Background: an optimization exercise with open tools, aiming at small area. Do not read the settings as production practice. At most, simulation tests tie the RTL to the original design; equivalence was not proved. The RTL of run 2 was laid out without a check of its function. Power figures rest on the tool's default switching activity, not on a simulated workload.

--- design/flow/design.v ---
module pool_writeback #(
    parameter int ADDR_W = 16,
    parameter int DEPTH  = 4
) (
    input  logic              clk,
    input  logic              rst,
    input  logic              start,
    input  logic              layer1,
    input  logic [15:0]       out_cols,
    input  logic [15:0]       out_rows,
    input  logic [ADDR_W-1:0] base_addr,
    input  logic              in_valid,
    input  logic [255:0]      in_data,
    input  logic              in_end,
    output logic              mem_we,
    output logic [ADDR_W-1:0] mem_addr,
    output logic [255:0]      mem_wdata,
    input  logic              mem_ready,
    output logic              busy,
    output logic              done,
    output logic              short_frame,
    output logic              overflow
);
    localparam int NB = DEPTH - 1;           
    localparam int CW = $clog2(DEPTH + 1);   
    typedef enum logic [1:0] {IDLE, RUN, DRAIN, DONE} state_t;
    state_t state, state_nxt;
    logic              cfg_l1;
    logic [15:0]       cfg_cols, acol, arow;
    logic              acc_done;
    logic [ADDR_W-1:0] addr;
    logic [CW-1:0]     cnt;
    logic [NB-1:0]     rd_oh, wr_oh;
    logic [255:0]      head;
    logic [255:0]      buf_q [NB];
    logic go, run, active, empty, full, pop, push, drop, last_xfer, drain_empty, end_hit;
    logic cnt_le1, cnt_eq1;
    logic head_in, head_buf, head_hold, buf_wr;
    logic acol_one, arow_one;
    assign go      = (state == IDLE) && start;
    assign run     = (state == RUN);
    assign active  = (state == RUN) || (state == DRAIN);
    assign empty   = (cnt == '0);
    assign full    = (cnt == CW'(DEPTH));
    assign cnt_eq1 = (cnt == CW'(1));
    assign cnt_le1 = empty || cnt_eq1;
    assign mem_we      = active && !empty;
    assign pop         = mem_we && mem_ready;
    assign push        = run && in_valid && !acc_done && (!full || pop);
    assign drop        = run && in_valid && !push;
    assign last_xfer   = pop && acc_done && cnt_eq1;
    assign drain_empty = empty || (cnt_eq1 && pop);
    assign end_hit     = run && in_end && !last_xfer;
    assign head_in   = push && (empty || (cnt_eq1 && pop));
    assign head_buf  = pop && !cnt_le1;
    assign head_hold = !head_in && !head_buf;
    assign buf_wr    = push && !head_in;
    always_comb begin
        state_nxt = state;
        case (state)
            IDLE:  if (start) begin
                       if (out_cols == 16'd0 || out_rows == 16'd0) state_nxt = DONE;
                       else state_nxt = RUN;
                   end
            RUN:   if (last_xfer) state_nxt = DONE;
                   else if (in_end) state_nxt = DRAIN;
            DRAIN: if (drain_empty) state_nxt = DONE;
            DONE:  state_nxt = IDLE;
            default: state_nxt = IDLE;
        endcase
    end
    always_ff @(posedge clk or posedge rst) begin
        if (rst) begin
            state       <= IDLE;
            short_frame <= 1'b0;
            overflow    <= 1'b0;
        end else begin
            state <= state_nxt;
            if (go) begin
                short_frame <= 1'b0;
                overflow    <= 1'b0;
            end else begin
                if (drop)    overflow    <= 1'b1;
                if (end_hit) short_frame <= 1'b1;
            end
        end
    end
    assign acol_one = (acol == 16'd1);
    assign arow_one = (arow == 16'd1);
    always_ff @(posedge clk) begin
        if (go) begin
            cfg_l1   <= layer1;
            cfg_cols <= out_cols;
            acol     <= out_cols;
            arow     <= out_rows;
            acc_done <= 1'b0;
            addr     <= base_addr;
            cnt      <= '0;
            rd_oh    <= NB'(1);
            wr_oh    <= NB'(1);
        end else begin
            if (push) begin
                if (acol_one) begin
                    acol <= cfg_cols;
                    if (arow_one) acc_done <= 1'b1;
                    else          arow     <= arow - 16'd1;
                end else begin
                    acol <= acol - 16'd1;
                end
            end
            if (pop) addr <= addr + 1'b1;
            cnt <= cnt + CW'(push) - CW'(pop);
            if (head_buf) rd_oh <= {rd_oh[NB-2:0], rd_oh[NB-1]};
            if (buf_wr)   wr_oh <= {wr_oh[NB-2:0], wr_oh[NB-1]};
        end
    end
    logic [255:0] head_d;
    logic [NB-1:0] sel_buf;
    logic [4:0]    sel_lo, sel_hi;
    assign sel_buf = {NB{head_buf}} & rd_oh;
    assign sel_lo  = {sel_buf, head_hold, head_in};
    assign sel_hi  = sel_lo & {5{cfg_l1}};
    pool_writeback_sel5 #(.W(128)) u_sel_lo (
        .sel(sel_lo), .d0(in_data[127:0]), .d1(head[127:0]),
        .d2(buf_q[0][127:0]), .d3(buf_q[1][127:0]), .d4(buf_q[2][127:0]),
        .y(head_d[127:0])
    );
    pool_writeback_sel5 #(.W(128)) u_sel_hi (
        .sel(sel_hi), .d0(in_data[255:128]), .d1(head[255:128]),
        .d2(buf_q[0][255:128]), .d3(buf_q[1][255:128]), .d4(buf_q[2][255:128]),
        .y(head_d[255:128])
    );
    always_ff @(posedge clk) head <= head_d;
    for (genvar k = 0; k < NB; k++) begin : g_buf
        logic         ld;
        logic [255:0] buf_d;
        assign ld = buf_wr && wr_oh[k];
        pool_writeback_sel2 #(.W(256)) u_sel (
            .sel({!ld, ld}), .d0(in_data), .d1(buf_q[k]), .y(buf_d)
        );
        always_ff @(posedge clk) buf_q[k] <= buf_d;
    end
    assign mem_addr  = addr;
    assign mem_wdata = head;
    assign busy      = (state != IDLE);
    assign done      = (state == DONE);
endmodule
module pool_writeback_sel5 #(
    parameter int W = 128
) (
    input  logic [4:0]   sel,
    input  logic [W-1:0] d0, d1, d2, d3, d4,
    output logic [W-1:0] y
);
    assign y = (d0 & {W{sel[0]}}) | (d1 & {W{sel[1]}}) | (d2 & {W{sel[2]}})
             | (d3 & {W{sel[3]}}) | (d4 & {W{sel[4]}});
endmodule
module pool_writeback_sel2 #(
    parameter int W = 256
) (
    input  logic [1:0]   sel,
    input  logic [W-1:0] d0, d1,
    output logic [W-1:0] y
);
    assign y = (d0 & {W{sel[0]}}) | (d1 & {W{sel[1]}});
endmodule
--- design/flow/run.sh ---
#!/bin/bash
# synth_recipe.tcl (not shown) runs the flow's synth.tcl, then flattens the netlist and writes it again
# the make line also repeats each setting of config.mk as NAME=value (left out here)
make -C /OpenROAD-flow-scripts/flow DESIGN_CONFIG=/design/flow/config.mk WORK_HOME=/design/flow/orfs CLKGATE_MAP_FILE= SYNTH_SCRIPT=/design/flow/synth_recipe.tcl finish
--- design/flow/constraint.sdc ---
create_clock -name core_clock -period 10.0 [get_ports {clk}]
set_input_delay 2.0000 -clock core_clock [delete_from_list [all_inputs] [get_ports {clk}]]
set_output_delay 2.0000 -clock core_clock [all_outputs]
set_load 0.01 [all_outputs]
--- design/flow/config.mk ---
export PLATFORM = sky130hd
export DESIGN_NAME = pool_writeback
export DESIGN_NICKNAME = pool_writeback
export VERILOG_FILES = /design/flow/design.v
export SDC_FILE = /design/flow/constraint.sdc
export NUM_CORES = 4
export LEC_CHECK = 0
export CAP_MARGIN = 20
export CORE_MARGIN = 2
export CORE_UTILIZATION = 40
export SLEW_MARGIN = 20
export SYNTH_HIERARCHICAL = 1
==> results of run 1 <==
## cell type report
class	count	area, µm²	share of cell area (%)
antenna	23	57.6	0.117
clock buffer	166	3390	6.91
clock inverter	48	656	1.33
inverter	20	97.6	0.199
multi-input combinational	1878	14400	29.3
sequential	1103	22800	46.3
tap	1287	1610	3.28
timing repair buffer	622	6180	12.6
## worst max-delay path by stage
stage,endpoint,slack (ps),cells after the start
floorplan,arow[0]$_DFFE_PP_,5920,3
global route,head[54]$_DFF_P_,4690,8
finish,head[28]$_DFF_P_,4870,8
detailed placement,head[53]$_DFF_P_,4220,8
global placement,head[24]$_DFF_P_,4320,8
CTS,head[53]$_DFF_P_,4990,8
## per-stage QoR
step / power [mW] / std cells
6_report: 15.4 / 5147
5_1_grt: 16.2 / 5142
4_1_cts: 15.5 / 5124
3_5_place_dp: 10.9 / 4910
3_3_place_gp: 10.8 / 4910
2_1_floorplan: 9.29 / 3331
## critical path, stage by stage
cell and delay, ps:
sky130_fd_sc_hd__clkdlybuf4s50_1 540, sky130_fd_sc_hd__nand2_1 100, sky130_fd_sc_hd__nor2b_1 740, sky130_fd_sc_hd__and2_4 650, sky130_fd_sc_hd__buf_4 630, sky130_fd_sc_hd__buf_4 700, sky130_fd_sc_hd__a222oi_1 170, sky130_fd_sc_hd__nand2_1 100
## kinds of logic (layout without fill, tap and decap cells)
| family | after synthesis | count (layout) | share of synthesized area (%) |
|---|---|---|---|
| adder cells (fa/ha/maj) | 13 | 13 | 0.429 |
| flip-flops | 1103 | 1103 | 57.4 |
| XOR/XNOR | 28 | 28 | 0.619 |
| buffers and inverters | 350 | 856 | 6.47 |
| AND/OR/NAND/NOR | 450 | 450 | 5.02 |
| multiplexers | 9 | 9 | 0.240 |
| AO/OA/AOI/OAI | 1378 | 1378 | 29.8 |
| other | 0 | 23 | 0 |
## layer usage
metal	vias up	wire length, µm
li1	14100	-
met1	15300	55100
met2	1302	55400
met3	230	9810
met4	34	3840
met5	-	213
## power groups by stage
stage	Sequential (mW)	Combinational (mW)	Clock (mW)
4_1_cts	6.87	4.00	4.61
5_1_grt	7.06	4.32	4.78
6_report	6.89	3.99	4.53
3_5_place_dp	6.93	3.97	0
2_1_floorplan	6.88	2.41	0
3_3_place_gp	6.95	3.90	0
## registers in the layout, indices dropped and copies added (netlist names)
| signal | count |
|---|---|
| buf_q | 768 |
| head | 256 |
| acol | 16 |
| addr | 16 |
| arow | 16 |
| cfg_cols | 16 |
| cnt | 3 |
| rd_oh | 3 |
| wr_oh | 3 |
| state | 2 |
| acc_done | 1 |
| cfg_l1 | 1 |
| overflow | 1 |
| short_frame | 1 |
## cell usage in the layout, fill, tap and decap left out, types with 22 or more instances in the layout
master,netlist,routed
sky130_fd_sc_hd__clkbuf_16,0,118
sky130_fd_sc_hd__clkbuf_1,24,22
sky130_fd_sc_hd__nand2_1,306,303
sky130_fd_sc_hd__o21ai_0,37,37
sky130_fd_sc_hd__edfxtp_1,65,65
sky130_fd_sc_hd__a22oi_1,256,256
sky130_fd_sc_hd__diode_2,0,23
sky130_fd_sc_hd__clkdlybuf4s50_1,0,587
sky130_fd_sc_hd__clkinv_2,0,26
sky130_fd_sc_hd__dfxtp_1,1034,1034
sky130_fd_sc_hd__clkbuf_8,0,26
sky130_fd_sc_hd__a22o_1,768,768
sky130_fd_sc_hd__a222oi_1,256,256
sky130_fd_sc_hd__buf_4,87,32
sky130_fd_sc_hd__nor2_1,29,28
==> results.txt, run 1 <==
TIMING
------------------------------------------------------------------------------
Final Hold Violating Endpoints                                               0
Shortest clock period the worst path allows after layout               5130 ps
Setup Total Neg Slack                                                     0 ps
Final slew viol count                                                        0
Period utilisation layout                                                51.3%
Worst max-slew margin expressed relative to the limit                    25.3%
PnR worst setup slack                                                  4870 ps
Smallest hold slack                                                     462 ps
Transition time at the pin with the least slew margin                  1120 ps
Maximum operating frequency                                            195 MHz
Finish-stage setup viols                                                     0
Worst setup skew after layout                                          19.3 ps
Unrepaired setup endpoints after global routing                          false

GLOBAL ROUTE
------------------------------------------------------------------------------
Grt met2 use                                                             35.5%
Layer carrying the most global-route usage                                met2
Total overflow reported by the global router                                 0
Pin count of the biggest net entering global routing                       159
Global-route met3 utilization                                            5.68%
Antenna violations before repair                                            40
GRT Total Usage                                                          23.2%
Via count of the first global-routing pass                               30.0k
Met1 layer usage reported by global route                                31.7%
First-pass GRT wire length                                              188 mm

WORST HOLD PATH
------------------------------------------------------------------------------
Hold crit path type                                                 reg -> reg
Endpoint of the worst hold-timing path                            head[111]$_DFF_P_
Startpoint of the lowest-slack hold path                          buf_q[2][111]$_DFF_P_
Number of cells on the worst hold path                                       2

CLOCK NETWORK
------------------------------------------------------------------------------
Worst-case clock buffer depth                                                3
Hold-fix buffers, CTS                                                        0
Total clock buffers created by CTS                                         114
Clk Latency, worst-skew pair                                            700 ps
Maximum level of the CTS H-tree                                              3
Clock sink total                                                          1103
PostCTS Resize Cnt                                                           0
Post-CTS setup buffer count                                                  0
Clock tree from TritonCTS                                                  yes
Clock Pin Slew Worst Setup and Hold Paths                                60 ps
CTS Root Cell                                                     sky130_fd_sc_hd__clkbuf_16

PLACEMENT
------------------------------------------------------------------------------
Estimated wirelength of the detail-placed design                       70.2 mm
Final weighted congestion in routability-driven placement                0.819
Cell area reported after detailed placement                          45000 µm²
Pre-CTS setup slack                                                    4220 ps
Port bufs                                                                  587

FLOORPLANNING
------------------------------------------------------------------------------
Area of the die                                                     102000 µm²
Core ar.                                                             98300 µm²
I/O pin total                                                              588
Horizontal die dimension                                                319 µm
Die Height                                                              319 µm
Initial core utilization                                                 40.3%
Placement Rows                                                             115

ROUTING
------------------------------------------------------------------------------
Via density per instance                                                  6.02
Vias after detailed routing                                              31.0k
Antenna Nets Post-Route                                                      0
Post-detailed-route DRC marker count                                         0
Detailed-route wire length per cell                                    24.2 µm
Detailed Route Iter0 Violations                                           3663
Length of the first detailed-routing pass in iterations                      9
Final wirelength                                                        124 mm

SETUP PATH
------------------------------------------------------------------------------
Register-to-register setup slack                                       5780 ps
CP Class                                                             in -> reg
Arrival time of the worst setup path                                   5770 ps
CP Data Required Time                                                 10640 ps
Capturing element type of the critical path                          flip-flop
FF-to-FF path depth                                                          9
Worst-path maximum fanout                                                   55
Reg2Reg Launch Point                                              state[1]$_DFFE_PP0P_
Worst r2r dst                                                     head[28]$_DFF_P_
Crit start category                                               primary input
Timing startpoint of the critical path                               mem_ready

SYNTHESIS
------------------------------------------------------------------------------
Main area contributors after synthesis                            sky130_fd_sc_hd__dfxtp_1 52%, sky130_fd_sc_hd__a22o_1 17%, sky130_fd_sc_hd__a222oi_1 6.5%
Top-count cell post-synth                                         sky130_fd_sc_hd__dfxtp_1
Sequential cell area fraction in the yosys report                        57.4%
Net count after synthesis                                                 3655
Synthesized area                                                     39600 µm²
Number of instances in the synthesized netlist                            3331
Share of Yosys cell area claimed by the top area cell type               52.2%
Number of unique standard cell types used by synthesis                      59
Post-synthesis cell type with the largest combined area           sky130_fd_sc_hd__dfxtp_1
#FFs+latches synth                                                        1103
Number of enable-type register cells in the synthesized netlist             65
Avg Cell Area, Syn                                                    11.9 µm²
Ranking of synthesized cells by instance count                    1034 x sky130_fd_sc_hd__dfxtp_1, 768 x sky130_fd_sc_hd__a22o_1, 306 x sky130_fd_sc_hd__nand2_1
Post-synth top flop                                               sky130_fd_sc_hd__dfxtp_1
Async SR Flop Fraction                                                  0.363%
Syn. warnings                                                                9

LAYOUT
------------------------------------------------------------------------------
Area growth syn-to-layout                                                23.9%
Filler cell count in the final layout                                     8774
Finished Cell Area                                                   49100 µm²
Nets@finish                                                               4063
Util after Layout                                                        50.0%
Proportion of layout cells with a drive suffix above 1                   6.91%

PWR
------------------------------------------------------------------------------
P_leak                                                                 19.9 nW
Power density relative to cell area                                 313 nW/µm²
Sw Pwr                                                                 4.66 mW
Peak VDD IR                                                             206 µV
Switching share of power                                                 30.3%
Part of the power in registers                                           44.7%
Clock network power share                                                29.4%
Cell-internal power                                                    10.7 mW
Combinational power share                                                25.9%

JOB
------------------------------------------------------------------------------
Number of violations of the max-capacitance limit                            0

OUTCOME
------------------------------------------------------------------------------
Result of the run                             no timing/DRC/antenna violations

==> inputs of run 2 (changes only) <==
--- a/design/flow/design.v
+++ b/design/flow/design.v
@@ -134,9 +134,3 @@
     for (genvar k = 0; k < NB; k++) begin : g_buf
-        logic         ld;
-        logic [255:0] buf_d;
-        assign ld = buf_wr && wr_oh[k];
-        pool_writeback_sel2 #(.W(256)) u_sel (
-            .sel({!ld, ld}), .d0(in_data), .d1(buf_q[k]), .y(buf_d)
-        );
-        always_ff @(posedge clk) buf_q[k] <= buf_d;
+        always_ff @(posedge clk) if (buf_wr && wr_oh[k]) buf_q[k] <= in_data;
     end
@@ -157,10 +151 @@
 endmodule
-module pool_writeback_sel2 #(
-    parameter int W = 256
-) (
-    input  logic [1:0]   sel,
-    input  logic [W-1:0] d0, d1,
-    output logic [W-1:0] y
-);
-    assign y = (d0 & {W{sel[0]}}) | (d1 & {W{sel[1]}});
-endmodule
==> run 2 against run 1 <==
Still clean on timing, DRC and antenna. Final cell count down 16%. Wire length down 15%. Clock skew up 4.8 ps. Utilization up 1.2 points. Register-to-register slack better by 110 ps. Sequential share of layout area up 15 points. Sequential power down 8.3%. Cell area up 1.0%. Combinational power down 14%. Largest power group unchanged. Highest routed layer unchanged.
==> results.txt, run 2 <==
OUTCOME
------------------------------------------------------------------------------
Result of the run                             no timing/DRC/antenna violations   unchanged

PLACEMENT
------------------------------------------------------------------------------
Pre-CTS setup slack                                                    4230 ps   was 4220 ps
Estimated wirelength of the detail-placed design                       62.2 mm   was 70.2 mm
Cell area reported after detailed placement                          45900 µm²   was 45000 µm²
Final weighted congestion in routability-driven placement                0.824   was 0.819
Port bufs                                                                  587   unchanged

TIMING
------------------------------------------------------------------------------
PnR worst setup slack                                                  4930 ps   was 4870 ps
Period utilisation layout                                                50.7%   was 51.3%
Smallest hold slack                                                     444 ps   was 462 ps
Final Hold Violating Endpoints                                               0   unchanged
Worst max-slew margin expressed relative to the limit                    10.3%   was 25.3%
Unrepaired setup endpoints after global routing                          false   unchanged
Finish-stage setup viols                                                     0   unchanged
Worst setup skew after layout                                          24.1 ps   was 19.3 ps
Maximum operating frequency                                            197 MHz   was 195 MHz
Transition time at the pin with the least slew margin                  1350 ps   was 1120 ps
Shortest clock period the worst path allows after layout               5070 ps   was 5130 ps
Final slew viol count                                                        0   unchanged
Setup Total Neg Slack                                                     0 ps   unchanged

WORST HOLD PATH
------------------------------------------------------------------------------
Number of cells on the worst hold path                                       2   unchanged
Hold crit path type                                                 reg -> reg   unchanged

SYNTHESIS
------------------------------------------------------------------------------
Post-synth top flop                                               sky130_fd_sc_hd__edfxtp_1   was sky130_fd_sc_hd__dfxtp_1
Top-count cell post-synth                                         sky130_fd_sc_hd__edfxtp_1   was sky130_fd_sc_hd__dfxtp_1
Async SR Flop Fraction                                                  0.363%   unchanged
Net count after synthesis                                                 2716   was 3655
Post-synthesis cell type with the largest combined area           sky130_fd_sc_hd__edfxtp_1   was sky130_fd_sc_hd__dfxtp_1
Avg Cell Area, Syn                                                    16.4 µm²   was 11.9 µm²
Syn. warnings                                                                9   unchanged
Synthesized area                                                     39300 µm²   was 39600 µm²
Number of enable-type register cells in the synthesized netlist            833   was 65
Ranking of synthesized cells by instance count                    833 x sky130_fd_sc_hd__edfxtp_1, 307 x sky130_fd_sc_hd__nand2_1, 266 x sky130_fd_sc_hd__dfxtp_1   was 1034 x sky130_fd_sc_hd__dfxtp_1, 768 x sky130_fd_sc_hd__a22o_1, 306 x sky130_fd_sc_hd__nand2_1
Share of Yosys cell area claimed by the top area cell type               63.7%   was 52.2%
Number of unique standard cell types used by synthesis                      59   unchanged
Number of instances in the synthesized netlist                            2392   was 3331
Main area contributors after synthesis                            sky130_fd_sc_hd__edfxtp_1 64%, sky130_fd_sc_hd__dfxtp_1 14%, sky130_fd_sc_hd__a222oi_1 6.5%   was sky130_fd_sc_hd__dfxtp_1 52%, sky130_fd_sc_hd__a22o_1 17%, sky130_fd_sc_hd__a222oi_1 6.5%
#FFs+latches synth                                                        1103   unchanged
Sequential cell area fraction in the yosys report                        77.5%   was 57.4%

LAYOUT
------------------------------------------------------------------------------
Filler cell count in the final layout                                     8052   was 8774
Proportion of layout cells with a drive suffix above 1                   7.63%   was 6.91%
Largest register by flop count                                           buf_q   unchanged
Number of flip-flops in the largest register                               768   unchanged
Nets@finish                                                               3277   was 4063
Finished Cell Area                                                   49600 µm²   was 49100 µm²
Leading cell types in the layout, fill and taps excluded          833 x sky130_fd_sc_hd__edfxtp_1, 587 x sky130_fd_sc_hd__clkdlybuf4s50_1, 307 x sky130_fd_sc_hd__nand2_1, 266 x sky130_fd_sc_hd__dfxtp_1, 257 x sky130_fd_sc_hd__a22oi_1   was 1034 x sky130_fd_sc_hd__dfxtp_1, 768 x sky130_fd_sc_hd__a22o_1, 587 x sky130_fd_sc_hd__clkdlybuf4s50_1, 303 x sky130_fd_sc_hd__nand2_1
Regs by FF count                                                  buf_q x768, head x256   unchanged
Commonest non-fill, non-tap cell in the layout                    sky130_fd_sc_hd__edfxtp_1   was sky130_fd_sc_hd__dfxtp_1
Area growth syn-to-layout                                                26.5%   was 23.9%

CLOCK NETWORK
------------------------------------------------------------------------------
Clk Latency, worst-skew pair                                            700 ps   about the same
Clock Pin Slew Worst Setup and Hold Paths                                60 ps   about the same
Post-CTS setup buffer count                                                  0   unchanged
Worst-case clock buffer depth                                                3   unchanged
Total clock buffers created by CTS                                         112   was 114
Clock sink total                                                          1103   unchanged
Maximum level of the CTS H-tree                                              3   unchanged
PostCTS Resize Cnt                                                           0   unchanged
Hold-fix buffers, CTS                                                        0   unchanged
Clock tree from TritonCTS                                                  yes   unchanged
CTS Root Cell                                                     sky130_fd_sc_hd__clkbuf_16   unchanged

ROUTING
------------------------------------------------------------------------------
Via density per instance                                                  5.73   was 6.02
Final wirelength                                                        106 mm   was 124 mm
Vias after detailed routing                                              24.9k   was 31.0k
Length of the first detailed-routing pass in iterations                     13   was 9
Antenna Nets Post-Route                                                      0   unchanged
Detailed-route wire length per cell                                    24.4 µm   was 24.2 µm
Detailed Route Iter0 Violations                                           3107   was 3663
Post-detailed-route DRC marker count                                         0   unchanged

PWR
------------------------------------------------------------------------------
Sw Pwr                                                                 4.05 mW   was 4.66 mW
Clock network power share                                                30.0%   was 29.4%
Cell-internal power                                                    9.87 mW   was 10.7 mW
Power density relative to cell area                                 280 nW/µm²   was 313 nW/µm²
Design Power                                                           13.9 mW   was 15.4 mW
Switching share of power                                                 29.1%   was 30.3%
Peak VDD IR                                                             165 µV   was 206 µV
P_leak                                                                 17.0 nW   was 19.9 nW
Combinational power share                                                24.6%   was 25.9%
Part of the power in registers                                           45.4%   was 44.7%

FLOORPLANNING
------------------------------------------------------------------------------
Initial core utilization                                                 40.5%   was 40.3%
Area of the die                                                     101000 µm²   was 102000 µm²
I/O pin total                                                              588   unchanged
Die Height                                                              317 µm   was 319 µm
Core ar.                                                             97000 µm²   was 98300 µm²
Horizontal die dimension                                                317 µm   was 319 µm
Placement Rows                                                             114   was 115

JOB
------------------------------------------------------------------------------
Number of violations of the max-capacitance limit                            0   unchanged

SETUP PATH
------------------------------------------------------------------------------
Capturing element type of the critical path                          flip-flop   unchanged
Worst-path maximum fanout                                                   76   was 55
Arrival time of the worst setup path                                   5700 ps   was 5770 ps
CP Data Required Time                                                 10630 ps   was 10640 ps
CP Class                                                             in -> reg   unchanged
Register-to-register setup slack                                       5890 ps   was 5780 ps
FF-to-FF path depth                                                          8   was 9
Crit start category                                               primary input   unchanged

GLOBAL ROUTE
------------------------------------------------------------------------------
First-pass GRT wire length                                              155 mm   was 188 mm
Total overflow reported by the global router                                 0   unchanged
Antenna violations before repair                                            35   was 40
GRT Total Usage                                                          20.1%   was 23.2%
Pin count of the biggest net entering global routing                       136   was 159
Via count of the first global-routing pass                               24.7k   was 30.0k

[run 2: cell count changes after synthesis, moves of 5 or more]
cell                       delta
sky130_fd_sc_hd__nor4_1       -5
sky130_fd_sc_hd__buf_6       -47
sky130_fd_sc_hd__xnor2_1      -8
sky130_fd_sc_hd__edfxtp_1   +768
sky130_fd_sc_hd__buf_2       -29
sky130_fd_sc_hd__xor2_1       +6
sky130_fd_sc_hd__clkbuf_1     -8
sky130_fd_sc_hd__nor2_1      +10
sky130_fd_sc_hd__a22o_1     -768
sky130_fd_sc_hd__o21ai_0      -6
sky130_fd_sc_hd__dfxtp_1    -768
sky130_fd_sc_hd__nor3_1       -6
sky130_fd_sc_hd__inv_1        -6
sky130_fd_sc_hd__buf_4       -87
[run 2: final timing paths]
| path | startpoint | endpoint |
|---|---|---|
| worst min register to register | buf_q[0][86]$_DFFE_PP_ | head[86]$_DFF_P_ |
| worst max register to register | state[0]$_DFFE_PP0P_ | head[246]$_DFF_P_ |
| worst max-delay path | mem_ready | head[246]$_DFF_P_ |
| worst min-delay path | buf_q[0][86]$_DFFE_PP_ | head[86]$_DFF_P_ |
| max in group asynchronous | rst | state[0]$_DFFE_PP0P_ |
| min in group asynchronous | rst | short_frame$_DFFE_PP0P_ |
[run 2: layout make-up]
cell class	count	area [µm²]	share of cell area (%)
tap	1276	1600	3.22
clock buffer	164	3250	6.55
timing repair buffer	609	6090	12.3
clock inverter	49	497	1.00
inverter	14	52.6	0.106
sequential	1103	30400	61.3
multi-input combinational	1113	7670	15.5
antenna	17	42.5	0.0857
[run 2: metal layers]
layer / track usage, % / routed length [µm]
met5: 0 / 265
met4: 7.43 / 3270
met3: 7.29 / 10800
met2: 31.2 / 49600
met1: 25.9 / 42200
[run 2: cells by family after synthesis]
family / after synthesis / synth area share, %
fa+ha+maj: 13 / 0.433
mux: 8 / 0.207
flops: 1103 / 77.5
simple gates: 458 / 5.19
xor+xnor: 26 / 0.580
compound gates: 608 / 13.0
buf+inv: 176 / 3.04
[run 2: per-stage QoR]
stage	instances	util (%)
after floorplan	2392	-
after global placement	4115	47.3
after detailed placement	4115	47.3
after CTS	4328	51.1
after global routing	4341	51.2
final	4345	51.2
[run 2: power by group through the flow]
stage | clock [mW] | combinational (mW) | sequential [mW]
floorplan | 0 | 1.53 | 6.59
global placement | 0 | 3.40 | 6.38
detailed placement | 0 | 3.46 | 6.41
CTS | 4.27 | 3.48 | 6.33
global route | 4.44 | 3.72 | 6.41
finish | 4.17 | 3.43 | 6.32
[run 2: worst max-delay path, cell delays in order]
cell and delay, ps:
sky130_fd_sc_hd__clkdlybuf4s50_1 540, sky130_fd_sc_hd__nand2_1 100, sky130_fd_sc_hd__nor2b_1 790, sky130_fd_sc_hd__and3_4 810, sky130_fd_sc_hd__buf_4 880, sky130_fd_sc_hd__a222oi_1 240, sky130_fd_sc_hd__nand2_1 120
==> inputs of run 3 (changes only) <==
--- a/design/flow/design.v
+++ b/design/flow/design.v
@@ -134,3 +134,9 @@
     for (genvar k = 0; k < NB; k++) begin : g_buf
-        always_ff @(posedge clk) if (buf_wr && wr_oh[k]) buf_q[k] <= in_data;
+        logic         ld;
+        logic [255:0] buf_d;
+        assign ld = buf_wr && wr_oh[k];
+        pool_writeback_sel2 #(.W(256)) u_sel (
+            .sel({!ld, ld}), .d0(in_data), .d1(buf_q[k]), .y(buf_d)
+        );
+        always_ff @(posedge clk) buf_q[k] <= buf_d;
     end
@@ -151 +157,10 @@
 endmodule
+module pool_writeback_sel2 #(
+    parameter int W = 256
+) (
+    input  logic [1:0]   sel,
+    input  logic [W-1:0] d0, d1,
+    output logic [W-1:0] y
+);
+    assign y = (d0 & {W{sel[0]}}) | (d1 & {W{sel[1]}});
+endmodule
==> design/flow/flow/run.sh (new file) <==
#!/bin/bash
# Own layout flow: the standard ORFS flow (standard synthesis unchanged),
# with two layout knobs changed:
#  * port buffers use the smallest buffer cell (buf_1) instead of the
#    resizer's default choice;
#  * clock tree built from small clock buffers, without dummy loads.
# Each tool's full output stays in orfs/logs/...; make's output in make.log.
set -euo pipefail
cd "$(dirname "$0")/.."
bash standard.sh \
  "BUFFER_PORTS_ARGS=-buffer_cell sky130_fd_sc_hd__buf_1" \
  "CTS_ARGS=-sink_clustering_enable -repair_clock_nets -dont_use_dummy_load -buf_list {sky130_fd_sc_hd__clkbuf_4 sky130_fd_sc_hd__clkbuf_8}" \
  finish > make.log 2>&1
==> design/flow/standard.sh (new file) <==
#!/bin/bash
# synth_recipe.tcl (not shown) runs the flow's synth.tcl, then flattens the netlist and writes it again
# the make line also repeats each setting of config.mk as NAME=value (left out here)
make -C /OpenROAD-flow-scripts/flow DESIGN_CONFIG=/design/flow/config.mk WORK_HOME=/design/flow/orfs CLKGATE_MAP_FILE= SYNTH_SCRIPT=/design/flow/synth_recipe.tcl "${@:-finish}"
removed: design/flow/run.sh
==> run 3 against run 2 <==
First-iteration DRC count rose by 13%. Total power fell by 2.8%. Wire length rose by 15%. Non-clock buffer count rose by 6. Combinational power rose by 1%. Via count rose by 25%. Fmax rose by 2.8%.
==> results.txt, run 3 <==
TIMING
----------------------------------------------------------------------------------------
Shortest clock period the worst path allows after layout                         4930 ps   was 5070 ps
Unrepaired setup endpoints after global routing                                    false   unchanged
Maximum operating frequency                                                      203 MHz   was 197 MHz
Worst setup skew after layout                                                    78.5 ps   was 24.1 ps
Finish-stage setup viols                                                               0   unchanged
Worst max-slew margin expressed relative to the limit                              12.3%   was 10.3%
Setup Total Neg Slack                                                               0 ps   unchanged
Period utilisation layout                                                          49.3%   was 50.7%
Final slew viol count                                                                  0   unchanged
Final Hold Violating Endpoints                                                         0   unchanged
Transition time at the pin with the least slew margin                            1320 ps   was 1350 ps

LAYOUT
----------------------------------------------------------------------------------------
Proportion of layout cells with a drive suffix above 1                             6.48%   was 7.63%
Commonest non-fill, non-tap cell in the layout                              sky130_fd_sc_hd__dfxtp_1   was sky130_fd_sc_hd__edfxtp_1
Util after Layout                                                                  44.6%   was 51.2%
Number of flip-flops in the largest register                                         768   unchanged
Total area of sequential cells                                                 22800 µm²   was 30400 µm²
Area growth syn-to-layout                                                          10.6%   was 26.5%
Largest register by flop count                                                     buf_q   unchanged
Leading cell types in the layout, fill and taps excluded                    1034 x sky130_fd_sc_hd__dfxtp_1, 768 x sky130_fd_sc_hd__a22o_1, 587 x sky130_fd_sc_hd__buf_1, 303 x sky130_fd_sc_hd__nand2_1   was 833 x sky130_fd_sc_hd__edfxtp_1, 587 x sky130_fd_sc_hd__clkdlybuf4s50_1, 307 x sky130_fd_sc_hd__nand2_1, 266 x sky130_fd_sc_hd__dfxtp_1, 257 x sky130_fd_sc_hd__a22oi_1
Footprint of the multi-input gates                                             14400 µm²   was 7670 µm²
Nets@finish                                                                         4122   was 3277
Filler cell count in the final layout                                               9405   was 8052
Regs by FF count                                                            buf_q x768, head x256   unchanged

PWR
----------------------------------------------------------------------------------------
Sw Pwr                                                                           4.42 mW   was 4.05 mW
Part of the power in registers                                                     50.8%   was 45.4%
P_leak                                                                           17.6 nW   was 17.0 nW
Peak VDD IR                                                                       305 µV   was 165 µV
Combinational power share                                                          25.7%   was 24.6%
Power density relative to cell area                                           308 nW/µm²   was 280 nW/µm²
Switching share of power                                                           32.7%   was 29.1%
Clock network power share                                                          23.5%   was 30.0%
Cell-internal power                                                              9.11 mW   was 9.87 mW

FLOORPLANNING
----------------------------------------------------------------------------------------
Core ar.                                                                       98300 µm²   was 97000 µm²
Initial core utilization                                                           40.3%   was 40.5%
I/O pin total                                                                        588   unchanged
Horizontal die dimension                                                          319 µm   was 317 µm
Placement Rows                                                                       115   was 114
Die Height                                                                        319 µm   was 317 µm
Area of the die                                                               102000 µm²   was 101000 µm²

SETUP PATH
----------------------------------------------------------------------------------------
Cells along the critical path                                               buf_1, a21boi_0, o21ba_2, nand2_4, buf_4, buf_4, buf_4, a22o_1   was clkdlybuf4s50_1, nand2_1, nor2b_1, and3_4, buf_4, a222oi_1, nand2_1
Arrival time of the worst setup path                                             5610 ps   was 5700 ps
CP Class                                                                       in -> reg   unchanged
Crit start category                                                         primary input   unchanged
Cell type of the slowest stage on the worst timing path                     sky130_fd_sc_hd__buf_4   unchanged
Worst-path maximum fanout                                                             70   was 76
Category of cells accounting for the largest share of critical-path delay   buffers and inverters   was simple AND/OR/NAND/NOR gates
Crit path buffers/inverters                                                            4   was 2
Capturing element type of the critical path                                    flip-flop   unchanged
Most frequent CP cell                                                       sky130_fd_sc_hd__buf_4   was sky130_fd_sc_hd__nand2_1
CP Data Required Time                                                           10680 ps   was 10630 ps
Stages on the worst setup path                                                         8   was 7
FF-to-FF path depth                                                                    9   was 8
Highest cell delay on the worst timing path                                       870 ps   was 880 ps

ROUTING
----------------------------------------------------------------------------------------
Post-detailed-route DRC marker count                                                   0   unchanged
Via density per instance                                                            6.08   was 5.73
Detailed-route wire length per cell                                              23.9 µm   was 24.4 µm
Detailed Route Iter0 Violations                                                     3510   was 3107
Vias after detailed routing                                                        31.0k   was 24.9k
Length of the first detailed-routing pass in iterations                                7   was 13
Antenna Nets Post-Route                                                                0   unchanged
Final wirelength                                                                  122 mm   was 106 mm

SYNTHESIS
----------------------------------------------------------------------------------------
Number of unique standard cell types used by synthesis                                59   unchanged
Sequential cell area fraction in the yosys report                                  57.4%   was 77.5%
Post-synth top flop                                                         sky130_fd_sc_hd__dfxtp_1   was sky130_fd_sc_hd__edfxtp_1
Net count after synthesis                                                           3655   was 2716
Top-count cell post-synth                                                   sky130_fd_sc_hd__dfxtp_1   was sky130_fd_sc_hd__edfxtp_1
Share of Yosys cell area claimed by the top area cell type                         52.2%   was 63.7%
Ranking of synthesized cells by instance count                              1034 x sky130_fd_sc_hd__dfxtp_1, 768 x sky130_fd_sc_hd__a22o_1, 306 x sky130_fd_sc_hd__nand2_1   was 833 x sky130_fd_sc_hd__edfxtp_1, 307 x sky130_fd_sc_hd__nand2_1, 266 x sky130_fd_sc_hd__dfxtp_1
Number of instances in the synthesized netlist                                      3331   was 2392
Async SR Flop Fraction                                                            0.363%   unchanged
Main area contributors after synthesis                                      sky130_fd_sc_hd__dfxtp_1 52%, sky130_fd_sc_hd__a22o_1 17%, sky130_fd_sc_hd__a222oi_1 6.5%   was sky130_fd_sc_hd__edfxtp_1 64%, sky130_fd_sc_hd__dfxtp_1 14%, sky130_fd_sc_hd__a222oi_1 6.5%
Avg Cell Area, Syn                                                              11.9 µm²   was 16.4 µm²
#FFs+latches synth                                                                  1103   unchanged
Syn. warnings                                                                          9   unchanged
Post-synthesis cell type with the largest combined area                     sky130_fd_sc_hd__dfxtp_1   was sky130_fd_sc_hd__edfxtp_1
Number of enable-type register cells in the synthesized netlist                       65   was 833
Synthesized area                                                               39600 µm²   was 39300 µm²

PLACEMENT
----------------------------------------------------------------------------------------
Estimated wirelength of the detail-placed design                                 68.5 mm   was 62.2 mm
Port bufs                                                                            587   unchanged
Final weighted congestion in routability-driven placement                          0.791   was 0.824

CLOCK NETWORK
----------------------------------------------------------------------------------------
Worst-case clock buffer depth                                                          3   unchanged
Maximum level of the CTS H-tree                                                        4   was 3
Clk Latency, worst-skew pair                                                      810 ps   was 700 ps
PostCTS Resize Cnt                                                                     0   unchanged
Clock Pin Slew Worst Setup and Hold Paths                                          50 ps   was 60 ps
CTS Root Cell                                                               sky130_fd_sc_hd__clkbuf_8   was sky130_fd_sc_hd__clkbuf_16
Total clock buffers created by CTS                                                   180   was 112
Hold-fix buffers, CTS                                                                  0   unchanged
Post-CTS setup buffer count                                                            0   unchanged
Clock tree from TritonCTS                                                            yes   unchanged
Clock sink total                                                                    1103   unchanged

WORST HOLD PATH
----------------------------------------------------------------------------------------
Number of cells on the worst hold path                                                 2   unchanged
Hold crit path type                                                           reg -> reg   unchanged

GLOBAL ROUTE
----------------------------------------------------------------------------------------
Pin count of the biggest net entering global routing                                 168   was 136
Total overflow reported by the global router                                           0   unchanged
Via count of the first global-routing pass                                         30.3k   was 24.7k
GRT Total Usage                                                                    22.9%   was 20.1%
First-pass GRT wire length                                                        185 mm   was 155 mm
Antenna violations before repair                                                      29   was 35

JOB
----------------------------------------------------------------------------------------
Number of violations of the max-capacitance limit                                      0   unchanged

OUTCOME
----------------------------------------------------------------------------------------
Result of the run                                       no timing/DRC/antenna violations   unchanged

==> run 3: area by class of cell <==
class / count / share of cell area [%]
Sequential cell: 1103 / 51.9
Multi-Input combinational cell: 1878 / 32.9
Clock buffer: 180 / 5.65
Timing Repair Buffer: 615 / 5.62
Tap cell: 1287 / 3.67
Inverter: 20 / 0.223
Antenna cell: 18 / 0.103
==> run 3: logic make-up after synthesis <==
| kind of cell | synth area share [%] |
|---|---|
| compound gates | 29.8 |
| xor+xnor | 0.619 |
| fa+ha+maj | 0.429 |
| buf+inv | 6.47 |
| flops | 57.4 |
| mux | 0.240 |
| simple gates | 5.02 |
==> run 3: power by group through the flow <==
stage | Sequential, mW | Clock (mW) | Combinational (mW)
floorplan | 6.88 | 0 | 2.41
global placement | 6.91 | 0 | 3.38
detailed placement | 6.91 | 0 | 3.47
CTS | 6.86 | 3.26 | 3.48
global route | 7.04 | 3.45 | 3.81
finish | 6.87 | 3.18 | 3.47
==> run 3: path summary, 6_finish.rpt <==
kind / slack, ps / startpoint / end
max reg2reg: 5550 / state[1]$_DFFE_PP0P_ / buf_q[0][251]$_DFF_P_
min: 400 / buf_q[2][61]$_DFF_P_ / head[61]$_DFF_P_
max: 5070 / mem_ready / buf_q[0][251]$_DFF_P_
max in group asynchronous: 8820 / rst / short_frame$_DFFE_PP0P_
min reg2reg: 400 / buf_q[2][61]$_DFF_P_ / head[61]$_DFF_P_
min in group asynchronous: 1030 / rst / overflow$_DFFE_PP0P_
==> run 3: tightest hold or removal path, cell delays in order (launching register included) <==
cell                       delay, ps
sky130_fd_sc_hd__dfxtp_1         320
sky130_fd_sc_hd__a222oi_1         60
sky130_fd_sc_hd__nand2_1          60
==> run 3: per-stage QoR <==
stage	cells	instance area [µm²]	power [mW]	setup slack, ps	hold slack, ps
floorplan	3331	39600	9.29	5920	439
global placement	4903	41300	10.3	4450	451
detailed placement	4903	41300	10.4	4360	452
CTS	5083	43800	13.6	5230	410
global route	5098	43800	14.3	4970	444
finish	5101	43900	13.5	5070	403
==> run 3: routing by layer <==
layer,wire length (µm),GRT usage [%]
met1,53600,30.9
met5,180,0
met2,54500,34.7
met3,10600,6.61
met4,3320,8.72
==> inputs of run 4 (changes only) <==
--- a/design/flow/design.v
+++ b/design/flow/design.v
@@ -89,2 +89,4 @@
     assign arow_one = (arow == 16'd1);
+    logic [15:0] dec;
+    assign dec = (acol_one ? arow : acol) - 16'd1;
     always_ff @(posedge clk) begin
@@ -105,5 +107,5 @@
                     if (arow_one) acc_done <= 1'b1;
-                    else          arow     <= arow - 16'd1;
+                    else          arow     <= dec;
                 end else begin
-                    acol <= acol - 16'd1;
+                    acol <= dec;
                 end
--- a/design/flow/flow/run.sh
+++ b/design/flow/flow/run.sh
@@ -11,3 +11,3 @@
   "BUFFER_PORTS_ARGS=-buffer_cell sky130_fd_sc_hd__buf_1" \
-  "CTS_ARGS=-sink_clustering_enable -repair_clock_nets -dont_use_dummy_load -buf_list {sky130_fd_sc_hd__clkbuf_4 sky130_fd_sc_hd__clkbuf_8}" \
+  "CTS_ARGS=-sink_clustering_enable -repair_clock_nets -dont_use_dummy_load -buf_list {sky130_fd_sc_hd__clkbuf_4} -sink_clustering_size 10 -sink_clustering_max_diameter 40" \
   finish > make.log 2>&1
--- a/design/flow/config.mk
+++ b/design/flow/config.mk
@@ -9,3 +9,3 @@
 export CORE_MARGIN = 2
-export CORE_UTILIZATION = 40
+export CORE_UTILIZATION = 60
 export SLEW_MARGIN = 20
==> run 4 against run 3 <==
Still clean on timing, DRC and antenna. Fmax decreased by 5.1%. Sequential power increased by 5.1%. Register-to-register slack got worse by 540 ps. Sequential share of layout area increased by 2.5 points. Die area decreased by 33%. Final cell count decreased by 8.7%. Count of clock-buffer cells in the layout decreased by 36. Critical path depth increased by 1. Clock skew decreased by 9.7 ps. Non-clock buffer count increased by 3. Critical path type unchanged. Critical endpoint is now buf_q[0][189]$_DFF_P_. Largest cell class unchanged.
==> results.txt, run 4 <==
ROUTING
------------------------------------------------------------------------------
Via density per instance                                                  6.86   was 6.08
Length of routed met2 wiring                                           54.6 mm   was 54.5 mm
Vias after detailed routing                                              32.0k   was 31.0k
Antenna Nets Post-Route                                                      0   unchanged
Post-detailed-route DRC marker count                                         0   unchanged
Final wirelength                                                        120 mm   was 122 mm
Sum of routed wire segments on met1                                    47.8 mm   was 53.6 mm
Top Layer Used                                                            met5   unchanged
Length of the first detailed-routing pass in iterations                      7   unchanged
Met3 wire length                                                       12.3 mm   was 10.6 mm
Detailed Route Iter0 Violations                                           3997   was 3510
Detailed-route wire length per cell                                    25.7 µm   was 23.9 µm

FLOORPLANNING
------------------------------------------------------------------------------
Initial core utilization                                                 60.4%   was 40.3%
Placement Rows                                                              94   was 115
I/O pin total                                                              588   unchanged
Core ar.                                                             65500 µm²   was 98300 µm²
Die Height                                                              261 µm   was 319 µm
Area of the die                                                      68000 µm²   was 102000 µm²
Horizontal die dimension                                                261 µm   was 319 µm

CLOCK NETWORK
------------------------------------------------------------------------------
Hold-fix buffers, CTS                                                        0   unchanged
Total clock buffers created by CTS                                         144   was 180
CTS Root Cell                                                     sky130_fd_sc_hd__clkbuf_4   was sky130_fd_sc_hd__clkbuf_8
Clock Pin Slew Worst Setup and Hold Paths                               100 ps   was 50 ps
Maximum level of the CTS H-tree                                              4   unchanged
Post-CTS setup buffer count                                                  0   unchanged
Clk Latency, worst-skew pair                                           1000 ps   was 810 ps
Worst-case clock buffer depth                                                3   unchanged
Clock sink total                                                          1103   unchanged
Clock tree from TritonCTS                                                  yes   unchanged
PostCTS Resize Cnt                                                           0   unchanged

PWR
------------------------------------------------------------------------------
Power density relative to cell area                                 309 nW/µm²   was 308 nW/µm²
Peak VDD IR                                                             157 µV   was 305 µV
P_leak                                                                 17.0 nW   was 17.6 nW

SYNTHESIS
------------------------------------------------------------------------------
Number of enable-type register cells in the synthesized netlist             65   unchanged
Ranking of synthesized cells by instance count                    1034 x sky130_fd_sc_hd__dfxtp_1, 768 x sky130_fd_sc_hd__a22o_1, 321 x sky130_fd_sc_hd__nand2_1   was 1034 x sky130_fd_sc_hd__dfxtp_1, 768 x sky130_fd_sc_hd__a22o_1, 306 x sky130_fd_sc_hd__nand2_1
Share of synthesized area spent on multiplexers                         0.101%   was 0.240%
Net count after synthesis                                                 3657   was 3655
Largest family of logic cells by synthesized area                 compound AO/OA/AOI/OAI gates   unchanged
Share of synthesized cell area in and, or, nand and nor gates            4.88%   was 5.02%
Syn. warnings                                                                9   unchanged
Main area contributors after synthesis                            sky130_fd_sc_hd__dfxtp_1 52%, sky130_fd_sc_hd__a22o_1 17%, sky130_fd_sc_hd__a222oi_1 6.5%   unchanged
Post-synthesis cell type with the largest combined area           sky130_fd_sc_hd__dfxtp_1   unchanged
#FFs+latches synth                                                        1103   unchanged
Xor-xnor portion of the synthesized cell area                           0.753%   was 0.619%
Synthesized area                                                     39500 µm²   was 39600 µm²
Avg Cell Area, Syn                                                    11.9 µm²   about the same
Post-synth top flop                                               sky130_fd_sc_hd__dfxtp_1   unchanged
Share of Yosys cell area claimed by the top area cell type               52.4%   was 52.2%
Post-synthesis compound-gate area fraction                               29.9%   was 29.8%
Number of instances in the synthesized netlist                            3336   was 3331
Async SR Flop Fraction                                                  0.363%   unchanged
Sequential cell area fraction in the yosys report                        57.5%   was 57.4%
Top-count cell post-synth                                         sky130_fd_sc_hd__dfxtp_1   unchanged
Number of unique standard cell types used by synthesis                      53   was 59
Adder-cell area share of the yosys netlist                              0.335%   was 0.429%

SETUP PATH
------------------------------------------------------------------------------
FF-to-FF path depth                                                         10   was 9
Register-to-register setup slack                                       5010 ps   was 5550 ps
Capturing element type of the critical path                          flip-flop   unchanged
CP Class                                                             in -> reg   unchanged
Arrival time of the worst setup path                                   6080 ps   was 5610 ps
Crit start category                                               primary input   unchanged
Worst-path maximum fanout                                                  122   was 70
Reg2Reg Launch Point                                              state[0]$_DFFE_PP0P_   was state[1]$_DFFE_PP0P_
Worst r2r dst                                                     buf_q[0][189]$_DFF_P_   was buf_q[0][251]$_DFF_P_
CP Data Required Time                                                 10880 ps   was 10680 ps

TIMING
------------------------------------------------------------------------------
Worst max-slew margin expressed relative to the limit                    24.1%   was 12.3%
Final slew viol count                                                        0   unchanged
Unrepaired setup endpoints after global routing                          false   unchanged
Period utilisation layout                                                51.9%   was 49.3%
Shortest clock period the worst path allows after layout               5190 ps   was 4930 ps
Worst setup skew after layout                                          68.8 ps   was 78.5 ps
Finish-stage setup viols                                                     0   unchanged
Transition time at the pin with the least slew margin                  1140 ps   was 1320 ps
Final Hold Violating Endpoints                                               0   unchanged
Maximum operating frequency                                            193 MHz   was 203 MHz
Setup Total Neg Slack                                                     0 ps   unchanged

LAYOUT
------------------------------------------------------------------------------
Leading cell types in the layout, fill and taps excluded          1034 x sky130_fd_sc_hd__dfxtp_1, 768 x sky130_fd_sc_hd__a22o_1, 587 x sky130_fd_sc_hd__buf_1, 318 x sky130_fd_sc_hd__nand2_1   was 1034 x sky130_fd_sc_hd__dfxtp_1, 768 x sky130_fd_sc_hd__a22o_1, 587 x sky130_fd_sc_hd__buf_1, 303 x sky130_fd_sc_hd__nand2_1
Largest register by flop count                                           buf_q   unchanged
Regs by FF count                                                  buf_q x768, head x256   unchanged
Area growth syn-to-layout                                                5.73%   was 10.6%
Util after Layout                                                        63.8%   was 44.6%
Proportion of layout cells with a drive suffix above 1                   5.36%   was 6.48%
Commonest non-fill, non-tap cell in the layout                    sky130_fd_sc_hd__dfxtp_1   unchanged
Number of flip-flops in the largest register                               768   unchanged
Nets@finish                                                               4091   was 4122

PLACEMENT
------------------------------------------------------------------------------
Final weighted congestion in routability-driven placement                0.863   was 0.791
Estimated wirelength of the detail-placed design                       71.4 mm   was 68.5 mm
Port bufs                                                                  587   unchanged

WORST HOLD PATH
------------------------------------------------------------------------------
Startpoint of the lowest-slack hold path                          buf_q[1][103]$_DFF_P_   was buf_q[2][61]$_DFF_P_
Number of cells on the worst hold path                                       2   unchanged
Hold crit path type                                                 reg -> reg   unchanged
Endpoint of the worst hold-timing path                            head[103]$_DFF_P_   was head[61]$_DFF_P_

OUTCOME
------------------------------------------------------------------------------
Result of the run                             no timing/DRC/antenna violations   unchanged

JOB
------------------------------------------------------------------------------
Number of violations of the max-capacitance limit                            0   unchanged

GLOBAL ROUTE
------------------------------------------------------------------------------
Antenna violations before repair                                            40   was 29
Via count of the first global-routing pass                               30.8k   was 30.3k
GRT Total Usage                                                          33.6%   was 22.9%
Total overflow reported by the global router                                 0   unchanged
First-pass GRT wire length                                              180 mm   was 185 mm
Pin count of the biggest net entering global routing                       123   was 168

run 4: layer usage:
metal / up-vias / global-route usage [%]
li1: 14100 / -
met1: 15900 / 44.7
met2: 1678 / 50.6
met3: 297 / 9.45
met4: 42 / 16.3
met5: - / 0
run 4: cell families after synthesis:
kind of cell    after synthesis
flops                      1103
simple gates                455
fa+ha+maj                    10
mux                           4
xor+xnor                     34
compound gates             1387
buf+inv                     343
run 4: critical path, stage by stage:
cell,delay [ps]
sky130_fd_sc_hd__buf_1,100
sky130_fd_sc_hd__and2_1,150
sky130_fd_sc_hd__nor3_1,50
sky130_fd_sc_hd__a211o_1,420
sky130_fd_sc_hd__a21oi_1,540
sky130_fd_sc_hd__nand2_4,580
sky130_fd_sc_hd__inv_8,820
sky130_fd_sc_hd__buf_4,910
sky130_fd_sc_hd__a22o_1,270
run 4: worst max-delay path by stage:
| stage | from | endpoint |
|---|---|---|
| after global routing | mem_ready | buf_q[0][163]$_DFF_P_ |
| after floorplan | mem_ready | arow[0]$_DFFE_PP_ |
| after detailed placement | mem_ready | buf_q[0][172]$_DFF_P_ |
| final | mem_ready | buf_q[0][189]$_DFF_P_ |
| after global placement | mem_ready | buf_q[0][86]$_DFF_P_ |
| after CTS | mem_ready | buf_q[0][135]$_DFF_P_ |
run 4: power breakdown:
group	internal [mW]	switching (mW)	total [mW]
sequential	6.22	1.00	7.22
clock	0.664	1.38	2.05
combinational	1.61	2.06	3.67
run 4: cell type report:
type	count	area, µm²
fillers	5305	23700
flip-flops and latches	1103	22800
multi-input cells	1890	14300
repair buffers	618	2440
clock buffers	144	1080
well taps	864	1080
inverters	13	71.3
diodes	25	62.6
run 4: per-stage QoR:
stage / total power, mW / cell area (µm²) / cells / setup WS, ps / hold WS (ps)
2_1_floorplan: 9.71 / 39500 / 3336 / 5650 / 437
3_3_place_gp: 10.7 / 40700 / 4488 / 3960 / 449
3_5_place_dp: 10.9 / 40700 / 4488 / 3910 / 452
4_1_cts: 12.9 / 41700 / 4632 / 4970 / 447
5_1_grt: 13.6 / 41800 / 4649 / 4730 / 483
6_report: 12.9 / 41800 / 4657 / 4810 / 450
==> inputs of run 5 (changes only) <==
--- a/design/flow/design.v
+++ b/design/flow/design.v
@@ -38,3 +38,3 @@
     logic head_in, head_buf, head_hold, buf_wr;
-    logic acol_one, arow_one;
+    logic arow_one;
     assign go      = (state == IDLE) && start;
@@ -87,6 +87,7 @@
     end
-    assign acol_one = (acol == 16'd1);
+    logic [15:0] acol_inc;
+    logic        row_end;
+    assign acol_inc = acol + 16'd1;
+    assign row_end  = (acol_inc == cfg_cols);
     assign arow_one = (arow == 16'd1);
-    logic [15:0] dec;
-    assign dec = (acol_one ? arow : acol) - 16'd1;
     always_ff @(posedge clk) begin
@@ -95,3 +96,3 @@
             cfg_cols <= out_cols;
-            acol     <= out_cols;
+            acol     <= '0;
             arow     <= out_rows;
@@ -104,8 +105,8 @@
             if (push) begin
-                if (acol_one) begin
-                    acol <= cfg_cols;
+                if (row_end) begin
+                    acol <= '0;
                     if (arow_one) acc_done <= 1'b1;
-                    else          arow     <= dec;
+                    else          arow     <= arow - 16'd1;
                 end else begin
-                    acol <= dec;
+                    acol <= acol_inc;
                 end
--- a/design/flow/flow/run.sh
+++ b/design/flow/flow/run.sh
@@ -11,3 +11,3 @@
   "BUFFER_PORTS_ARGS=-buffer_cell sky130_fd_sc_hd__buf_1" \
-  "CTS_ARGS=-sink_clustering_enable -repair_clock_nets -dont_use_dummy_load -buf_list {sky130_fd_sc_hd__clkbuf_4} -sink_clustering_size 10 -sink_clustering_max_diameter 40" \
+  "CTS_ARGS=-sink_clustering_enable -repair_clock_nets -dont_use_dummy_load -buf_list {sky130_fd_sc_hd__clkbuf_4} -sink_clustering_size 8 -sink_clustering_max_diameter 40" \
   finish > make.log 2>&1
==> run 5 against run 4 <==
Wire length rose by 1.7%. Critical path type unchanged. Highest routed layer unchanged. Sequential power shrank 2%. Still clean on timing, DRC and antenna. Total power is 0.76% lower. Flip-flop and latch count unchanged.
==> results.txt, run 5 <==
OUTCOME
------------------------------------------------------------------------------
Result of the run                             no timing/DRC/antenna violations   unchanged

SETUP PATH
------------------------------------------------------------------------------
CP Data Required Time                                                 10950 ps   was 10880 ps
Capturing element type of the critical path                          flip-flop   unchanged
Arrival time of the worst setup path                                   6040 ps   was 6080 ps
CP Class                                                             in -> reg   unchanged
Worst-path maximum fanout                                                  114   was 122
Crit start category                                               primary input   unchanged

TIMING
------------------------------------------------------------------------------
Transition time at the pin with the least slew margin                  1160 ps   was 1140 ps
Period utilisation layout                                                50.9%   was 51.9%
Maximum operating frequency                                            196 MHz   was 193 MHz
Unrepaired setup endpoints after global routing                          false   unchanged
Setup Total Neg Slack                                                     0 ps   unchanged
Final Hold Violating Endpoints                                               0   unchanged
Worst setup skew after layout                                          84.8 ps   was 68.8 ps
Worst max-slew margin expressed relative to the limit                    22.7%   was 24.1%
Final slew viol count                                                        0   unchanged
Finish-stage setup viols                                                     0   unchanged
Shortest clock period the worst path allows after layout               5090 ps   was 5190 ps

LAYOUT
------------------------------------------------------------------------------
Proportion of layout cells with a drive suffix above 1                   5.70%   was 5.36%
Commonest non-fill, non-tap cell in the layout                    sky130_fd_sc_hd__dfxtp_1   unchanged
Finished Cell Area                                                   41900 µm²   was 41800 µm²
Filler cell count in the final layout                                     5350   was 5305
Regs by FF count                                                  buf_q x768, head x256   unchanged
Leading cell types in the layout, fill and taps excluded          1050 x sky130_fd_sc_hd__dfxtp_1, 769 x sky130_fd_sc_hd__a22o_1, 587 x sky130_fd_sc_hd__buf_1, 318 x sky130_fd_sc_hd__nand2_1   was 1034 x sky130_fd_sc_hd__dfxtp_1, 768 x sky130_fd_sc_hd__a22o_1, 587 x sky130_fd_sc_hd__buf_1, 318 x sky130_fd_sc_hd__nand2_1
Area growth syn-to-layout                                                6.09%   was 5.73%
Nets@finish                                                               4098   was 4091
Largest register by flop count                                           buf_q   unchanged
Number of flip-flops in the largest register                               768   unchanged

FLOORPLANNING
------------------------------------------------------------------------------
Horizontal die dimension                                                261 µm   about the same
Initial core utilization                                                 60.4%   about the same
I/O pin total                                                              588   unchanged
Core ar.                                                             65400 µm²   was 65500 µm²
Die Height                                                              261 µm   about the same
Area of the die                                                      67900 µm²   was 68000 µm²
Placement Rows                                                              94   unchanged

PWR
------------------------------------------------------------------------------
Clock network power share                                                16.9%   was 15.8%
Peak VDD IR                                                             217 µV   was 157 µV
Switching share of power                                                 34.3%   about the same
Cell-internal power                                                    8.44 mW   was 8.49 mW
Power density relative to cell area                                 307 nW/µm²   was 309 nW/µm²
Part of the power in registers                                           55.2%   was 55.8%
Combinational power share                                                27.9%   was 28.4%
P_leak                                                                 17.0 nW   about the same
Sw Pwr                                                                 4.40 mW   was 4.44 mW

CLOCK NETWORK
------------------------------------------------------------------------------
Hold-fix buffers, CTS                                                        0   unchanged
Maximum level of the CTS H-tree                                              4   unchanged
Worst-case clock buffer depth                                                3   unchanged
Post-CTS setup buffer count                                                  0   unchanged
Clk Latency, worst-skew pair                                           1040 ps   was 1000 ps
PostCTS Resize Cnt                                                           0   unchanged
CTS Root Cell                                                     sky130_fd_sc_hd__clkbuf_4   unchanged
Clock tree from TritonCTS                                                  yes   unchanged
Total clock buffers created by CTS                                         162   was 144
Clock sink total                                                          1103   unchanged
Clock Pin Slew Worst Setup and Hold Paths                                90 ps   was 100 ps

ROUTING
------------------------------------------------------------------------------
Detailed-route wire length per cell                                    26.1 µm   was 25.7 µm
Final wirelength                                                        122 mm   was 120 mm
Length of the first detailed-routing pass in iterations                      9   was 7
Via density per instance                                                  6.81   was 6.86
Vias after detailed routing                                              31.8k   was 32.0k
Post-detailed-route DRC marker count                                         0   unchanged
Detailed Route Iter0 Violations                                           3984   was 3997
Antenna Nets Post-Route                                                      0   unchanged

SYNTHESIS
------------------------------------------------------------------------------
Syn. warnings                                                                9   unchanged
Main area contributors after synthesis                            sky130_fd_sc_hd__dfxtp_1 53%, sky130_fd_sc_hd__a22o_1 17%, sky130_fd_sc_hd__a222oi_1 6.5%   was sky130_fd_sc_hd__dfxtp_1 52%, sky130_fd_sc_hd__a22o_1 17%, sky130_fd_sc_hd__a222oi_1 6.5%
Post-synthesis cell type with the largest combined area           sky130_fd_sc_hd__dfxtp_1   unchanged
#FFs+latches synth                                                        1103   unchanged
Share of Yosys cell area claimed by the top area cell type               53.2%   was 52.4%
Number of unique standard cell types used by synthesis                      59   was 53
Synthesized area                                                     39500 µm²   about the same
Avg Cell Area, Syn                                                    11.9 µm²   about the same
Async SR Flop Fraction                                                  0.363%   unchanged
Number of enable-type register cells in the synthesized netlist             49   was 65
Number of instances in the synthesized netlist                            3325   was 3336
Post-synth top flop                                               sky130_fd_sc_hd__dfxtp_1   unchanged
Sequential cell area fraction in the yosys report                        57.2%   was 57.5%
Top-count cell post-synth                                         sky130_fd_sc_hd__dfxtp_1   unchanged
Net count after synthesis                                                 3647   was 3657
Ranking of synthesized cells by instance count                    1050 x sky130_fd_sc_hd__dfxtp_1, 769 x sky130_fd_sc_hd__a22o_1, 321 x sky130_fd_sc_hd__nand2_1   was 1034 x sky130_fd_sc_hd__dfxtp_1, 768 x sky130_fd_sc_hd__a22o_1, 321 x sky130_fd_sc_hd__nand2_1

GLOBAL ROUTE
------------------------------------------------------------------------------
Pin count of the biggest net entering global routing                       201   was 123
Antenna violations before repair                                            44   was 40
GRT Total Usage                                                          34.4%   was 33.6%
Total overflow reported by the global router                                 0   unchanged
First-pass GRT wire length                                              184 mm   was 180 mm
Via count of the first global-routing pass                               31.3k   was 30.8k

PLACEMENT
------------------------------------------------------------------------------
Final weighted congestion in routability-driven placement                0.873   was 0.863
Estimated wirelength of the detail-placed design                       70.2 mm   was 71.4 mm
Cell area reported after detailed placement                          40600 µm²   was 40700 µm²
Port bufs                                                                  587   unchanged

WORST HOLD PATH
------------------------------------------------------------------------------
Hold crit path type                                                 reg -> reg   unchanged

JOB
------------------------------------------------------------------------------
Number of violations of the max-capacitance limit                            0   unchanged

==> run 5: cell count changes after synthesis, sizes merged, moves of 6 or more <==
cell,delta
clkbuf,-6
or3,-6
a21oi,-31
edfxtp,-16
nor3,+14
dfxtp,+16
xor2,+12
xnor2,+17
nor2,-8
o21ai,-11
==> run 5: layout make-up <==
| class | count | area (µm²) | share of cell area, % |
|---|---|---|---|
| Antenna cell | 33 | 82.6 | 0.197 |
| Clock buffer | 162 | 1220 | 2.90 |
| Inverter | 16 | 82.6 | 0.197 |
| Multi-Input combinational cell | 1880 | 14400 | 34.4 |
| Sequential cell | 1103 | 22600 | 53.9 |
| Tap cell | 864 | 1080 | 2.58 |
| Timing Repair Buffer | 613 | 2420 | 5.79 |
==> run 5: path summary, 6_finish.rpt <==
kind / cells after the start / slack, ps / end / start
worst min-delay path: 2 / 420 / head[83]$_DFF_P_ / buf_q[2][83]$_DFF_P_
max in group asynchronous: 2 / 8940 / overflow$_DFFE_PP0P_ / rst
worst max-delay path: 8 / 4910 / buf_q[0][226]$_DFF_P_ / mem_ready
worst min register to register: 2 / 420 / head[83]$_DFF_P_ / buf_q[2][83]$_DFF_P_
worst max register to register: 9 / 5200 / buf_q[0][226]$_DFF_P_ / state[0]$_DFFE_PP0P_
min in group asynchronous: 2 / 850 / short_frame$_DFFE_PP0P_ / rst
==> run 5: worst max-delay path, cell delays in order <==
cell and delay [ps]:
sky130_fd_sc_hd__buf_1 140, sky130_fd_sc_hd__nand2_1 160, sky130_fd_sc_hd__a31o_2 360, sky130_fd_sc_hd__nor2_1 460
sky130_fd_sc_hd__nand2_4 630, sky130_fd_sc_hd__inv_8 870, sky130_fd_sc_hd__buf_4 940, sky130_fd_sc_hd__a22o_1 280
==> run 5: power by group through the flow <==
| stage | Combinational (mW) | Clock, mW | Sequential, mW |
|---|---|---|---|
| finish | 3.58 | 2.17 | 7.09 |
| global route | 3.88 | 2.39 | 7.26 |
| CTS | 3.56 | 2.21 | 7.06 |
| detailed placement | 3.54 | 0 | 7.14 |
| global placement | 3.40 | 0 | 7.06 |
| floorplan | 2.45 | 0 | 7.06 |
==> run 5: cells by family (layout without fill, tap and decap cells) <==
| group | count (synthesis) | in the layout | synth area share (%) |
|---|---|---|---|
| muxes | 6 | 6 | 0.155 |
| xor gates and xnor gates | 63 | 63 | 1.40 |
| AOI/OAI and AO/OA | 1341 | 1341 | 29.4 |
| adders and majority gates | 11 | 11 | 0.368 |
| DFF | 1103 | 1103 | 57.2 |
| other | 0 | 33 | 0 |
| and+or+nand+nor | 459 | 459 | 5.01 |
| buffers and inverters | 342 | 791 | 6.46 |
==> run 5: per-stage QoR <==
step | hold slack [ps] | utilization [%] | instances | total power [mW] | setup WS (ps)
after floorplan | 437 | - | 3325 | 9.51 | 5990
after detailed placement | 453 | 62.1 | 4476 | 10.7 | 3970
after CTS | 415 | 63.9 | 4638 | 12.8 | 5090
after global placement | 449 | 62.1 | 4476 | 10.5 | 4090
final | 421 | 64.0 | 4671 | 12.8 | 4910
after global routing | 447 | 64.0 | 4663 | 13.5 | 4850
==> run 5: per-layer routing <==
metal  vias up  routed length, µm  share of wire (%)  global-route usage, %
met5         -                210               0.17                      0
met4        32               5350                4.4                   17.4
met3       306              11900                9.7                   10.1
met2      1655              56300                 46                   53.5
met1     15700              48300                 40                   43.6
li1      14100                  -                  -                      -

-- static timing again, ports no longer ideal --
Ports are ideal in the flow. The routed layouts listed here were re-timed in OpenROAD.
Step 1 sets driving cells, clkbuf_16 on the clock port and buf_2 on the other inputs (assumed; they add their load-dependent delay and slew).
Step 2 adds t to the input delays and takes it off the output delays; t is the mean of the earliest and latest rising clock arrival at the registers after step 1. Input paths then give back, and output paths get back, about the clock's delay inside the block.
a / b / c = no drivers / after step 1 / after step 2; a / b = the first two.
run | t (ns) | slack for setup (ns) | worst setup path at the end | worst data-port slew with drivers (ns)
run 1 | 0.756 | 4.865 / 4.888 / 4.132 | input to register | 0.14
run 2 | 0.754 | 4.935 / 4.968 / 4.214 | input to register | 0.15
run 3 | 0.852 | 5.072 / 5.112 / 4.261 | input to register | 0.12
run 4 | 1.026 | 4.806 / 4.804 / 3.778 | input to register | 0.14
run 5 | 1.065 | 4.910 / 4.952 / 3.888 | input to register | 0.15
After both steps setup and hold are still met in every run listed. The setup slack of run 4, which loses most, moves by -0.002 ns with the drivers and by -1.028 ns with both steps.
